Background: an optimization exercise with open tools, aiming at small area. Do not read the settings as production practice.
In this exercise RTL edits were held to simulation tests only and were not proved equivalent to the original.
Power and IR drop assume default switching activity.

==> design/flow/design.v <==
package risc_pkg;
  localparam int NREG = 16;
  localparam logic [3:0] RA_IDX = 4'd15;
  typedef enum logic [4:0] {
    OP_ADD  = 5'd0,
    OP_SUB  = 5'd1,
    OP_MUL  = 5'd2,
    OP_DIV  = 5'd3,
    OP_MOD  = 5'd4,
    OP_CMP  = 5'd5,
    OP_AND  = 5'd6,
    OP_OR   = 5'd7,
    OP_NOT  = 5'd8,
    OP_MOV  = 5'd9,
    OP_LSL  = 5'd10,
    OP_LSR  = 5'd11,
    OP_ASR  = 5'd12,
    OP_NOP  = 5'd13,
    OP_LD   = 5'd14,
    OP_ST   = 5'd15,
    OP_BEQ  = 5'd16,
    OP_BGT  = 5'd17,
    OP_B    = 5'd18,
    OP_CALL = 5'd19,
    OP_RET  = 5'd20
  } opcode_e;
  typedef enum logic [1:0] {
    MOD_SEXT  = 2'b00,
    MOD_ZEXT  = 2'b01,
    MOD_HIGH  = 2'b10,
    MOD_SEXT2 = 2'b11
  } imm_mod_e;
  localparam int OPC_HI = 31;
  localparam int OPC_LO = 27;
  localparam int I_BIT  = 26;
  localparam int RD_HI  = 25;
  localparam int RD_LO  = 22;
  localparam int RS1_HI = 21;
  localparam int RS1_LO = 18;
  localparam int RS2_HI = 17;
  localparam int RS2_LO = 14;
  localparam int IMM_HI = 17;
  localparam int OFF_HI = 26;
  localparam logic [31:0] NOP_WORD = {OP_NOP, 27'd0};
endpackage
import risc_pkg::*;
module rf_aoi222 (
  input  logic a1, a2, b1, b2, c1, c2,
  output logic y
);
  assign y = ~((a1 & a2) | (b1 & b2) | (c1 & c2));
endmodule
module rf_aoi21 (
  input  logic a1, a2, b1,
  output logic y
);
  assign y = ~((a1 & a2) | b1);
endmodule
module rf_nand2 (
  input  logic a, b,
  output logic y
);
  assign y = ~(a & b);
endmodule
module rf_and3 (
  input  logic a, b, c,
  output logic y
);
  assign y = a & b & c;
endmodule
module rf_nand4 (
  input  logic a, b, c, d,
  output logic y
);
  assign y = ~(a & b & c & d);
endmodule
module rf_bit16x (
  input  logic [15:0] d,
  input  logic [15:0] s,
  input  logic        x,
  output logic        o
);
  logic [5:0] n;
  logic       m;
  for (genvar g = 0; g < 5; g++) begin : g_aoi
    rf_aoi222 u (.a1(d[3*g]), .a2(s[3*g]), .b1(d[3*g+1]), .b2(s[3*g+1]),
                 .c1(d[3*g+2]), .c2(s[3*g+2]), .y(n[g]));
  end
  rf_aoi21 u_last (.a1(d[15]), .a2(s[15]), .b1(x), .y(n[5]));
  rf_and3  u_m    (.a(n[0]), .b(n[1]), .c(n[2]), .y(m));
  rf_nand4 u_o    (.a(m), .b(n[3]), .c(n[4]), .d(n[5]), .y(o));
endmodule
module rf_bit16 (
  input  logic [15:0] d,
  input  logic [15:0] s,
  output logic        o
);
  logic [5:0] n;
  logic       m;
  for (genvar g = 0; g < 5; g++) begin : g_aoi
    rf_aoi222 u (.a1(d[3*g]), .a2(s[3*g]), .b1(d[3*g+1]), .b2(s[3*g+1]),
                 .c1(d[3*g+2]), .c2(s[3*g+2]), .y(n[g]));
  end
  rf_nand2 u_last (.a(d[15]), .b(s[15]), .y(n[5]));
  rf_and3  u_m    (.a(n[0]), .b(n[1]), .c(n[2]), .y(m));
  rf_nand4 u_o    (.a(m), .b(n[3]), .c(n[4]), .d(n[5]), .y(o));
endmodule
module register_file
(
  input  logic [NREG-1:0][31:0] regs,
  input  logic [NREG-1:0]       sel_a,
  input  logic [NREG-1:0]       sel_b,
  input  logic [NREG-1:0]       sel_c,
  input  logic [31:0]           x_b,
  output logic [31:0]           rd_data_a,
  output logic [31:0]           rd_data_b,
  output logic [31:0]           rd_data_c
);
  for (genvar j = 0; j < 32; j++) begin : g_bit
    logic [NREG-1:0] col;
    for (genvar k = 0; k < NREG; k++) begin : g_col
      assign col[k] = regs[k][j];
    end
    rf_bit16  u_a (.d(col), .s(sel_a), .o(rd_data_a[j]));
    rf_bit16x u_b (.d(col), .s(sel_b), .x(x_b[j]), .o(rd_data_b[j]));
    rf_bit16  u_c (.d(col), .s(sel_c), .o(rd_data_c[j]));
  end
endmodule
import risc_pkg::*;
module bk_add #(parameter int N = 30, parameter int L = 5) (
  input  logic [N-1:0] a,
  input  logic [N-1:0] b,
  output logic [N-1:0] s
);
  logic [N-1:0] g0, p0;
  logic [N-1:0] g [2*L+1];
  logic [N-1:0] p [2*L+1];
  assign g0 = a & b;
  assign p0 = a ^ b;
  assign g[0] = g0;
  assign p[0] = p0;
  for (genvar l = 0; l < L; l++) begin : g_up
    for (genvar i = 0; i < N; i++) begin : g_i
      if ((i % (2 << l)) == (2 << l) - 1) begin : g_c
        assign g[l+1][i] = g[l][i] | (p[l][i] & g[l][i - (1 << l)]);
        assign p[l+1][i] = p[l][i] & p[l][i - (1 << l)];
      end else begin : g_p
        assign g[l+1][i] = g[l][i];
        assign p[l+1][i] = p[l][i];
      end
    end
  end
  for (genvar m = 0; m < L; m++) begin : g_dn
    localparam int l = L - 1 - m;
    for (genvar i = 0; i < N; i++) begin : g_i
      if (i >= (3 << l) - 1 && ((i - ((3 << l) - 1)) % (2 << l)) == 0) begin : g_c
        assign g[L+m+1][i] = g[L+m][i] | (p[L+m][i] & g[L+m][i - (1 << l)]);
        assign p[L+m+1][i] = p[L+m][i] & p[L+m][i - (1 << l)];
      end else begin : g_p
        assign g[L+m+1][i] = g[L+m][i];
        assign p[L+m+1][i] = p[L+m][i];
      end
    end
  end
  assign s[0] = p0[0];
  for (genvar i = 1; i < N; i++) begin : g_s
    assign s[i] = p0[i] ^ g[2*L][i-1];
  end
endmodule
module of_stage
(
  input  logic        Clk,
  input  logic        Rst_n,
  input  logic [31:0] If_pc,
  input  logic [31:0] If_instruction,
  input  logic        If_valid,
  input  logic        IsBranchTaken,
  input  logic        Rw_we,
  input  logic [3:0]  Rw_rd,
  input  logic [31:0] Rw_data,
  output logic        Stall,
  output logic        Of_valid,
  output logic [31:0] Of_pc,
  output logic [31:0] Of_instruction,
  output logic [4:0]  Of_opcode,
  output logic [3:0]  Of_rd,
  output logic [31:0] Of_op1,
  output logic [31:0] Of_op2,
  output logic [31:0] Of_store_val,
  output logic [31:0] Of_branch_target
);
  logic [NREG-1:0][31:0] regs;
  logic [31:0]           wdata;
  assign wdata = Rst_n ? Rw_data : '0;
  always_ff @(posedge Clk) begin
    for (int i = 0; i < NREG; i++) begin
      if (!Rst_n || (Rw_we && Rw_rd == 4'(i))) regs[i] <= wdata;
    end
  end
  logic [4:0]  opcode;
  logic        ibit;
  logic [3:0]  rd;
  logic [3:0]  rs1;
  logic [3:0]  rs2;
  logic        legal;
  logic        rd_rs1;
  logic        rd_rs2;
  logic        src_hit;
  logic        hazard;
  assign opcode = If_instruction[OPC_HI:OPC_LO];
  assign ibit   = If_instruction[I_BIT];
  assign rd     = If_instruction[RD_HI:RD_LO];
  assign rs1    = If_instruction[RS1_HI:RS1_LO];
  assign rs2    = If_instruction[RS2_HI:RS2_LO];
  assign legal  = (opcode <= OP_RET);
  assign rd_rs1 = ((opcode <= OP_ASR) && opcode != OP_NOT && opcode != OP_MOV) ||
                  opcode == OP_LD || opcode == OP_ST;
  assign rd_rs2 = (opcode <= OP_ASR) && !ibit;
  always_comb begin
    src_hit = 1'b0;
    if (rd_rs1 && rs1 == Of_rd)              src_hit = 1'b1;
    if (rd_rs2 && rs2 == Of_rd)              src_hit = 1'b1;
    if (opcode == OP_ST && rd == Of_rd)      src_hit = 1'b1;
    if (opcode == OP_RET && RA_IDX == Of_rd) src_hit = 1'b1;
  end
  assign hazard = Of_valid && (Of_opcode == OP_LD) && If_valid && src_hit;
  assign Stall  = hazard && !IsBranchTaken;
  logic        valid_q;
  logic [31:0] pc_q;
  logic [31:0] instr_q;
  always_ff @(posedge Clk) begin
    valid_q <= Rst_n && !IsBranchTaken && !hazard && If_valid && legal;
    pc_q    <= If_pc;
    instr_q <= If_instruction;
  end
  logic [4:0]      q_opcode;
  logic            q_ibit;
  logic [17:0]     q_imm;
  logic [3:0]      idx_a;
  logic [3:0]      idx_b;
  logic [3:0]      idx_c;
  logic [NREG-1:0] sel_a;
  logic [NREG-1:0] sel_b;
  logic [NREG-1:0] sel_c;
  logic [31:0]     imm_val;
  assign q_opcode = instr_q[OPC_HI:OPC_LO];
  assign q_ibit   = instr_q[I_BIT];
  assign q_imm    = instr_q[IMM_HI:0];
  logic q_ret;
  assign q_ret = (q_opcode == OP_RET);
  assign idx_a = instr_q[RS1_HI:RS1_LO];
  assign idx_b = instr_q[RS2_HI:RS2_LO];
  assign idx_c = instr_q[RD_HI:RD_LO];
  always_comb begin
    for (int k = 0; k < NREG; k++) begin
      sel_a[k] = (k == RA_IDX) ? (q_ret || idx_a == 4'(k)) : (!q_ret && idx_a == 4'(k));
      sel_b[k] = (idx_b == 4'(k)) && !q_ibit;
      sel_c[k] = (idx_c == 4'(k));
    end
  end
  always_comb begin
    case (q_imm[17:16])
      MOD_ZEXT: imm_val = {16'h0000, q_imm[15:0]};
      MOD_HIGH: imm_val = {q_imm[15:0], 16'h0000};
      default:  imm_val = {{16{q_imm[15]}}, q_imm[15:0]};
    endcase
  end
  register_file u_register_file (
    .regs      (regs),
    .sel_a     (sel_a),
    .sel_b     (sel_b),
    .sel_c     (sel_c),
    .x_b       (q_ibit ? imm_val : '0),
    .rd_data_a (Of_op1),
    .rd_data_b (Of_op2),
    .rd_data_c (Of_store_val)
  );
  assign Of_valid         = valid_q;
  assign Of_pc            = pc_q;
  assign Of_instruction   = instr_q;
  assign Of_opcode        = q_opcode;
  assign Of_rd            = instr_q[RD_HI:RD_LO];
  assign Of_branch_target[1:0] = pc_q[1:0];
  bk_add #(.N(30), .L(5)) u_target (
    .a (pc_q[31:2]),
    .b ({{3{instr_q[OFF_HI]}}, instr_q[OFF_HI:0]}),
    .s (Of_branch_target[31:2])
  );
endmodule
==> design/flow/flow/run.sh <==
#!/bin/bash
# The standard layout (standard.sh: the ORFS flow and settings) with two
# changes to how the layout is made:
#  - each input and output port gets a sky130_fd_sc_hd__buf_1 as its buffer;
#  - the clock tree uses clkbuf_8 buffers under a clkbuf_16 root, with sink
#    clusters of up to 14 flip-flops and no dummy loads.
# The full output of the ORFS run is in standard.log; ORFS keeps each step's
# log under orfs/logs/.
set -euo pipefail
bash standard.sh \
  "BUFFER_PORTS_ARGS=-buffer_cell sky130_fd_sc_hd__buf_1" \
  "CTS_ARGS=-sink_clustering_enable -repair_clock_nets -dont_use_dummy_load -root_buf sky130_fd_sc_hd__clkbuf_16 -buf_list sky130_fd_sc_hd__clkbuf_8 -sink_clustering_size 14 -sink_clustering_max_diameter 60" \
  finish > standard.log 2>&1
==> design/flow/standard.sh <==
#!/bin/bash
# synth_recipe.tcl (not shown) runs the flow's synth.tcl, then flattens the netlist and writes it again
# the make line also repeats each setting of config.mk as NAME=value (left out here)
make -C /OpenROAD-flow-scripts/flow DESIGN_CONFIG=/design/flow/config.mk WORK_HOME=/design/flow/orfs CLKGATE_MAP_FILE= SYNTH_SCRIPT=/design/flow/synth_recipe.tcl "${@:-finish}"
==> design/flow/config.mk <==
export PLATFORM = sky130hd
export DESIGN_NAME = of_stage
export DESIGN_NICKNAME = of_stage
export VERILOG_FILES = /design/flow/design.v
export SDC_FILE = /design/flow/constraint.sdc
export NUM_CORES = 4
export LEC_CHECK = 0
export CAP_MARGIN = 20
export CORE_MARGIN = 2
export CORE_UTILIZATION = 45
export SETUP_SLACK_MARGIN = 0.3
export SLEW_MARGIN = 20
export SYNTH_HIERARCHICAL = 1
export SYNTH_MINIMUM_KEEP_SIZE = 0
==> design/flow/constraint.sdc <==
create_clock -name core_clock -period 5.0 [get_ports {Clk}]
set_input_delay 1.0000 -clock core_clock [delete_from_list [all_inputs] [get_ports {Clk}]]
set_output_delay 1.0000 -clock core_clock [all_outputs]
set_load 0.01 [all_outputs]
==> impl_metrics.toml, run 1 <==
[hold_path]
hp-class = "input pin to register"
holdPathStages = 1
hold_end = "instr_q[3]$_DFF_P_"
hp-start = "If_instruction[3]"

[drt]
antenna_left = 0
num_vias = 23200
drt-wirelength-per-cell_microns = 38.8
highest_layer = "met5"
via_per_inst = 8.00
wl_met3_microns = 19400
wl_met2_microns = 48800
drt_iter0_markers = 6905
drt_wl_total_microns = 113000
dr.pass1.iters = 17
drt-met1-wl_microns = 38200
route.detailed.drc = 0

[clock_tree]
clk_latency_ps = 580
clockBufferDepth = 3
cts_tree = "done"
clk_pin_slew_ps = 90
htree_levels = 2
root_buffer = "clkbuf_16"
cts_made_buffers = 52
cts_sinks = 577

[final_layout]
drive_gt1_share_pct = 11.2
fin_area_sq_um = 29700
n_fill_cell = 4814
final_cell_mix = "edfxtp_1, a222oi_1, buf_1"
multiInputGateArea_sq_um = 9320
utilization_pct = 52.6
final_common_cell = "edfxtp_1"
register_area_sq_um = 16700
stdcell_count = 2903
nets = 2299
syn2layout_area_growth_pct = 14.9

[pwr]
p_total_mw = 10.1
power_density_nw_per_um2 = 340
vdd_ir_drop_max_mv = 0.214
power_leakage_nw = 9.43

[logic_synthesis]
yosysWarnings = 10
syn_nets = 1882
ys_seq_area_share_pct = 64.4
async_flop_share_pct = 0
avgSynthCellArea_sq_um = 15.0
synthDistinctLibCells = 55
synth_edf_count = 512
ys.flop_type = "edfxtp_1"
syn_area_sq_um = 25900
ys_seq_elements = 577
synthCells = 1731

[die]
die_area_sq_um = 59500
rows = 87
start_util_pct = 45.7
chipWidth_microns = 244
core-area_sq_um = 56600
io_pins = 308
die_h_microns = 244

[global_route]
antenna_found_initial = 3
grt_max_degree = 50
gr-usage-all-layers_pct = 36.4
gr-total-overflow = 0
grt_pass1_vias = 22200
grt_pass1_wl_microns = 155000

[sta]
finalCritPeriodShare_pct = 94.0
tightest_slew_ps = 1200
drv_slew = 0
rsz0062_at_grt = "no"
hold_violations = 0
setup_viol = 0
clock_skew_ps = 4.23
fmax_mhz = 213
fin_crit_ps = 4700
setup_slack_ps = 300
maxSlewHeadroom_pct = 19.8
tns_ps = 0
timing.hold.ws_ps = 485

[worst_setup_path]
regToRegEndpoint = "valid_q$_DFF_P_"
cpMaxStageDelayCell = "and3_1"
worstReg2RegStart = "instr_q[23]$_DFF_P_"
cp-end-kind = "primary output"
crit_type = "register to primary output"
crit_chain = "nor4b_1, buf_4, a211oi_1, and3_1, buf_4, a222oi_1, nand4_1, buf_1"
reg2reg_setup_slack_ps = 2760
cp.arrival_ps = 3700
max_stage_delay_ps = 970
cp-start-kind = "register"
critPathRequiredTime_ps = 4000
cpMostUsedCell = "buf_4"
cp_max_fo = 19
worstRegToRegCells = 4

[placement]
io_buffers = 307
postPlaceCellArea_sq_um = 29000
pre_cts_ws_ps = 1040
dp_hpwl_microns = 65200
gp_congestion = 0.886
dp_cells = 2850

[flow_run]
cap_viol_max_count = 0

[run_status]
outcome = "no timing/DRC/antenna violations"
layout make-up:
class	count	area share [%]
Sequential cell	577	56.1
Inverter	29	0.366
Tap cell	756	3.18
Antenna cell	1	0.00841
Clock buffer	52	2.60
Timing Repair Buffer	394	6.45
Multi-Input combinational cell	1094	31.3
Yosys stat by module (local to each module, per instance), excerpt:
module	flip-flops and latches	cells
rf_nand4	0	1
rf_nand2	0	1
of_stage	577	824
rf_aoi222	0	1
rf_aoi21	0	1
rf_and3	0	1
worst max-delay path, delay by kind of cell (launching register included):
kind,cells,cell delay [ps]
AND/OR/NAND/NOR,3,1420
flip-flops,1,330
buffers and inverters,3,900
AO/OA/AOI/OAI,2,460
where the power goes:
part / switching (mW) / total, mW / internal (mW)
Combinational: 1.01 / 1.46 / 0.448
Clock: 1.58 / 2.61 / 1.02
Sequential: 0.344 / 6.05 / 5.71
Total: 2.94 / 10.1 / 7.18
layer usage:
layer / up-vias / global-route usage, %
met2: 2518 / 54.9
met1: 11300 / 46.8
met4: 6 / 17.1
met5: - / 0.327
li1: 8939 / -
met3: 467 / 12.9
cells in the mapped netlist, types with 3 or more instances:
cell type | number | area [sq um]
nor2_1 | 23 | 86.3
a21oi_1 | 26 | 130
nand4_1 | 100 | 626
o21ai_0 | 20 | 100
buf_4 | 15 | 113
edfxtp_1 | 512 | 15400
nor4_1 | 3 | 18.8
nand2_1 | 97 | 364
nand2b_1 | 14 | 87.6
xnor2_1 | 11 | 96.3
ha_1 | 31 | 388
and3_1 | 100 | 626
a21oi_2 | 34 | 298
o21ai_1 | 4 | 20.0
nor3_1 | 15 | 75.1
nand3b_1 | 4 | 30.0
inv_1 | 29 | 109
o211a_1 | 3 | 30.0
and2_1 | 55 | 344
fa_1 | 15 | 300
nor3b_1 | 5 | 37.5
buf_2 | 3 | 15.0
a222oi_1 | 480 | 4800
xor2_1 | 16 | 140
dfxtp_1 | 65 | 1300
a2111oi_0 | 3 | 26.3
clkbuf_1 | 13 | 48.8
worst max-delay path by stage:
stage | from | to | cells after the start
after CTS | instr_q[15]$_DFF_P_ | Of_branch_target[31] | 10
final | instr_q[29]$_DFF_P_ | Of_op1[7] | 8
after floorplan | instr_q[22]$_DFF_P_ | Of_store_val[0] | 5
after global routing | instr_q[15]$_DFF_P_ | Of_branch_target[31] | 10
after detailed placement | instr_q[15]$_DFF_P_ | Of_branch_target[31] | 10
after global placement | instr_q[10]$_DFF_P_ | Of_branch_target[31] | 10
sequential cells by signal (all words and copies together) (netlist names):
signal,cells
regs,512
valid_q,1
pc_q,32
instr_q,32
cells by family (layout without fill, tap and decap cells):
| family | count (synthesis) | in the layout | share of synthesized area [%] |
|---|---|---|---|
| AO/OA/AOI/OAI | 591 | 591 | 21.6 |
| XOR/XNOR | 27 | 27 | 0.914 |
| adder cells (fa/ha/maj) | 46 | 46 | 2.66 |
| buffers and inverters | 60 | 475 | 1.10 |
| flip-flops | 577 | 577 | 64.4 |
| other | 0 | 1 | 0 |
| AND/OR/NAND/NOR | 430 | 430 | 9.29 |
what timing repair did:
action / in CTS / in global routing
resized for setup: 0 / 3
setup buffers: 0 / 0
hold buffers: 0 / 0
setup endpoints to repair: 0 / 8
==> run 2, diff against run 1 <==
--- a/design/flow/design.v
+++ b/design/flow/design.v
@@ -50,11 +50,11 @@
 );
   assign y = ~((a1 & a2) | (b1 & b2) | (c1 & c2));
 endmodule
-module rf_aoi21 (
-  input  logic a1, a2, b1,
-  output logic y
-);
-  assign y = ~((a1 & a2) | b1);
+module rf_and4 (
+  input  logic a, b, c, d,
+  output logic y
+);
+  assign y = a & b & c & d;
 endmodule
 module rf_nand2 (
   input  logic a, b,
@@ -77,7 +77,7 @@
 module rf_bit16x (
   input  logic [15:0] d,
   input  logic [15:0] s,
-  input  logic        x,
+  input  logic        x_n,
   output logic        o
 );
   logic [5:0] n;
@@ -86,8 +86,8 @@
     rf_aoi222 u (.a1(d[3*g]), .a2(s[3*g]), .b1(d[3*g+1]), .b2(s[3*g+1]),
                  .c1(d[3*g+2]), .c2(s[3*g+2]), .y(n[g]));
   end
-  rf_aoi21 u_last (.a1(d[15]), .a2(s[15]), .b1(x), .y(n[5]));
-  rf_and3  u_m    (.a(n[0]), .b(n[1]), .c(n[2]), .y(m));
+  rf_nand2 u_last (.a(d[15]), .b(s[15]), .y(n[5]));
+  rf_and4  u_m    (.a(n[0]), .b(n[1]), .c(n[2]), .d(x_n), .y(m));
   rf_nand4 u_o    (.a(m), .b(n[3]), .c(n[4]), .d(n[5]), .y(o));
 endmodule
 module rf_bit16 (
@@ -111,7 +111,7 @@
   input  logic [NREG-1:0]       sel_a,
   input  logic [NREG-1:0]       sel_b,
   input  logic [NREG-1:0]       sel_c,
-  input  logic [31:0]           x_b,
+  input  logic [31:0]           x_b_n,
   output logic [31:0]           rd_data_a,
   output logic [31:0]           rd_data_b,
   output logic [31:0]           rd_data_c
@@ -122,7 +122,7 @@
       assign col[k] = regs[k][j];
     end
     rf_bit16  u_a (.d(col), .s(sel_a), .o(rd_data_a[j]));
-    rf_bit16x u_b (.d(col), .s(sel_b), .x(x_b[j]), .o(rd_data_b[j]));
+    rf_bit16x u_b (.d(col), .s(sel_b), .x_n(x_b_n[j]), .o(rd_data_b[j]));
     rf_bit16  u_c (.d(col), .s(sel_c), .o(rd_data_c[j]));
   end
 endmodule
@@ -270,7 +270,7 @@
     .sel_a     (sel_a),
     .sel_b     (sel_b),
     .sel_c     (sel_c),
-    .x_b       (q_ibit ? imm_val : '0),
+    .x_b_n     (q_ibit ? ~imm_val : '1),
     .rd_data_a (Of_op1),
     .rd_data_b (Of_op2),
     .rd_data_c (Of_store_val)
==> impl_metrics.toml, run 2 <==
[run_status]
outcome = "no timing/DRC/antenna violations"

[logic_synthesis]
synth_fa_ha_area_share_pct = 2.67
synth_mux_area_share_pct = 0
avgSynthCellArea_sq_um = 14.9
syn_nets = 1887
async_flop_share_pct = 0
synthCells = 1736
ys_seq_elements = 577
syn_area_sq_um = 25800
synth_commonest_cells = "edfxtp_1, a222oi_1, nand2_1, nand4_1"
synthDistinctLibCells = 59
synth_top_family_by_area = "compound AO/OA/AOI/OAI gates"
ys.flop_type = "edfxtp_1"
yosys.area.top_type = "edfxtp_1"
synth-simple-area-share_pct = 9.98
synth_area_leaders = "edfxtp_1, a222oi_1, dfxtp_1, nand4_1, nand2_1"
synth_top_area_share_pct = 59.5
synth_compound_area_share_pct = 20.7
synth-xor-area-share_pct = 0.916
yosysWarnings = 10
synth_edf_count = 512
ys_seq_area_share_pct = 64.6
yosysMostFrequentCell = "edfxtp_1"

[clock_tree]
clk_pin_slew_ps = 90
cts.repair.resized = 0
cts_setup_buffers = 0
cts_made_buffers = 50
hold_buffers = 0
cts_tree = "done"
htree_levels = 2
clk_latency_ps = 580
root_buffer = "clkbuf_16"
cts_sinks = 577
clockBufferDepth = 3

[global_route]
gr-usage-all-layers_pct = 34.5
grt_pass1_wl_microns = 149000
grt_max_degree = 50
gr-total-overflow = 0
grt_pass1_vias = 22000
antenna_found_initial = 1

[drt]
via_per_inst = 7.82
antenna_left = 0
route.detailed.drc = 0
drt-wirelength-per-cell_microns = 36.6
drt_wl_total_microns = 106000
drt_iter0_markers = 6387
num_vias = 22700
dr.pass1.iters = 17

[pwr]
power_density_nw_per_um2 = 338
power_frac_comb_pct = 14.2
pwr-share-clk_pct = 25.4
vdd_ir_drop_max_mv = 0.216
swShare_pct = 28.6
p_seq_share_pct = 60.3
p_int_mw = 7.13
power_leakage_nw = 9.34
power_switching_mw = 2.86

[worst_setup_path]
regToRegEndpoint = "valid_q$_DFF_P_"
critPathLaunch = "instr_q[16]$_DFF_P_"
worstReg2RegStart = "instr_q[24]$_DFF_P_"
cp.arrival_ps = 3790
cp_max_fo = 24
reg2reg_setup_slack_ps = 3140
worstRegToRegCells = 4
critPathRequiredTime_ps = 4000
worstSetupEndpoint = "Of_op2[8]"
crit_type = "register to primary output"
cp-start-kind = "register"
cp-end-kind = "primary output"

[final_layout]
register_area_sq_um = 16700
regMostFlops = "regs"
final_common_cell = "edfxtp_1"
syn2layout_area_growth_pct = 14.3
final_cell_mix = "edfxtp_1, a222oi_1, buf_1"
multiInputGateArea_sq_um = 9220
top_regs = "regs x512, instr_q x32, pc_q x32"
n_fill_cell = 4836
drive_gt1_share_pct = 10.1
nets = 2301
largest_reg_flops = 512
utilization_pct = 52.2

[sta]
rsz0062_at_grt = "yes"
fin_crit_ps = 4790
maxSlewHeadroom_pct = 18.7
hold_violations = 0
finalCritPeriodShare_pct = 95.7
drv_slew = 0
tightest_slew_ps = 1220
fmax_mhz = 209
setup_slack_ps = 215
tns_ps = 0
setup_viol = 0
clock_skew_ps = 10.1

[placement]
gp_congestion = 0.894
io_buffers = 307
dp_hpwl_microns = 61600
pre_cts_ws_ps = 961

[die]
rows = 87
start_util_pct = 45.6
chipWidth_microns = 244
die_h_microns = 244
core-area_sq_um = 56600
die_area_sq_um = 59300
io_pins = 308

[flow_run]
cap_viol_max_count = 0

[hold_path]
hp-class = "input pin to register"
run 2: cell count changes after synthesis, moves of 5 or more:
cell,change
nand2_1,+47
and3_1,-35
a21oi_2,-32
and4_1,+32
and2_1,-21
a21oi_1,-16
a21o_1,+15
nor2_1,+12
nand2b_1,+5
nor3b_1,-5
run 2: Yosys stat by module, one instance, submodules excluded, excerpt:
module     cell area (sq um)  flip-flops and latches  copies in the design
of_stage               18100                     577                     1
rf_and3                 6.26                       0                    64
rf_and4                 8.76                       0                    32
rf_aoi222               10.0                       0                   480
rf_nand2                3.75                       0                    96
rf_nand4                6.26                       0                    96
run 2: routing by layer:
layer  vias up  part of all wire (%)  track usage (%)
met2      2409                    43             51.3
met1     11000                    35             45.8
li1       8941                     -                -
met5         -                     0                0
met3       342                    18             11.8
met4         0                   4.2             15.2
run 2: worst min path at each step:
stage                                    from               to  slack, ps  cells past startpoint
final                                If_pc[6]  pc_q[6]$_DFF_P_        510                      1
after global routing                 If_pc[5]  pc_q[5]$_DFF_P_        510                      1
after CTS                            If_pc[6]  pc_q[6]$_DFF_P_        500                      1
after detailed placement  instr_q[29]$_DFF_P_  valid_q$_DFF_P_        650                      4
after global placement    instr_q[27]$_DFF_P_  valid_q$_DFF_P_        640                      4
after floorplan           instr_q[27]$_DFF_P_  valid_q$_DFF_P_        640                      4
run 2: cells by family after synthesis:
group | after synthesis
AO/OA/AOI/OAI | 557
XOR/XNOR | 27
adder cells (fa/ha/maj) | 46
buffers and inverters | 61
flip-flops | 577
AND/OR/NAND/NOR | 468
run 2: power groups by stage:
stage | clock (mW) | combinational (mW) | sequential, mW
2_1_floorplan | 0 | 0.731 | 6.06
3_3_place_gp | 0 | 1.36 | 6.09
3_5_place_dp | 0 | 1.38 | 6.12
4_1_cts | 2.54 | 1.38 | 6.01
5_1_grt | 2.71 | 1.48 | 6.08
6_report | 2.54 | 1.42 | 6.03
run 2: metrics by stage:
step | hold slack, ps | area [sq um] | std cells | total power [mW]
final | 505 | 29500 | 2905 | 9.99
after global routing | 508 | 29500 | 2904 | 10.3
after CTS | 497 | 29500 | 2903 | 9.94
after floorplan | 643 | 25800 | 1736 | 6.79
after detailed placement | 650 | 28800 | 2853 | 7.50
after global placement | 642 | 28800 | 2853 | 7.45
run 2: layout make-up:
| cell class | instances | share of cell area [%] |
|---|---|---|
| Inverter | 29 | 0.369 |
| Sequential cell | 577 | 56.5 |
| Tap cell | 756 | 3.20 |
| Multi-Input combinational cell | 1098 | 31.2 |
| Clock buffer | 50 | 2.52 |
| Antenna cell | 1 | 0.00848 |
| Timing Repair Buffer | 394 | 6.18 |
run 2: critical path: stages (launching register included):
cell and delay, ps:
dfxtp_1 380, inv_1 110, ha_1 140, nand2b_1 180, nor3_2 950, buf_4 570, a222oi_1 190, and4_1 230
nand4_1 250, buf_1 190

## afterwards: timing with drivers on the ports
How much do the figures lean on ideal ports? The routed layouts below were timed once more, with nothing changed but the port constraints. Step 1: set_driving_cell puts a clkbuf_16 on Clk and a buf_2 on each other input, an assumption about the parent block. Step 2 adds t to the input delays and takes it off the output delays; t is the mean of the earliest and latest rising clock arrival at the registers after step 1. Input paths then give back, and output paths get back, about the clock's delay inside the block. Three values: ideal, step 1, step 2; two values: the first two.
run	t (ns)	slack for setup (ns)	latest minus earliest clock arrival (ns)	worst data-port slew with drivers (ns)	cell pins on the clock port's net
run 1	0.637	0.300 / 0.241 / 0.878	0.053 / 0.054	0.15	1
run 2	0.631	0.215 / 0.157 / 0.788	0.050 / 0.050	0.06	1
After both steps every run listed still meets setup and hold.
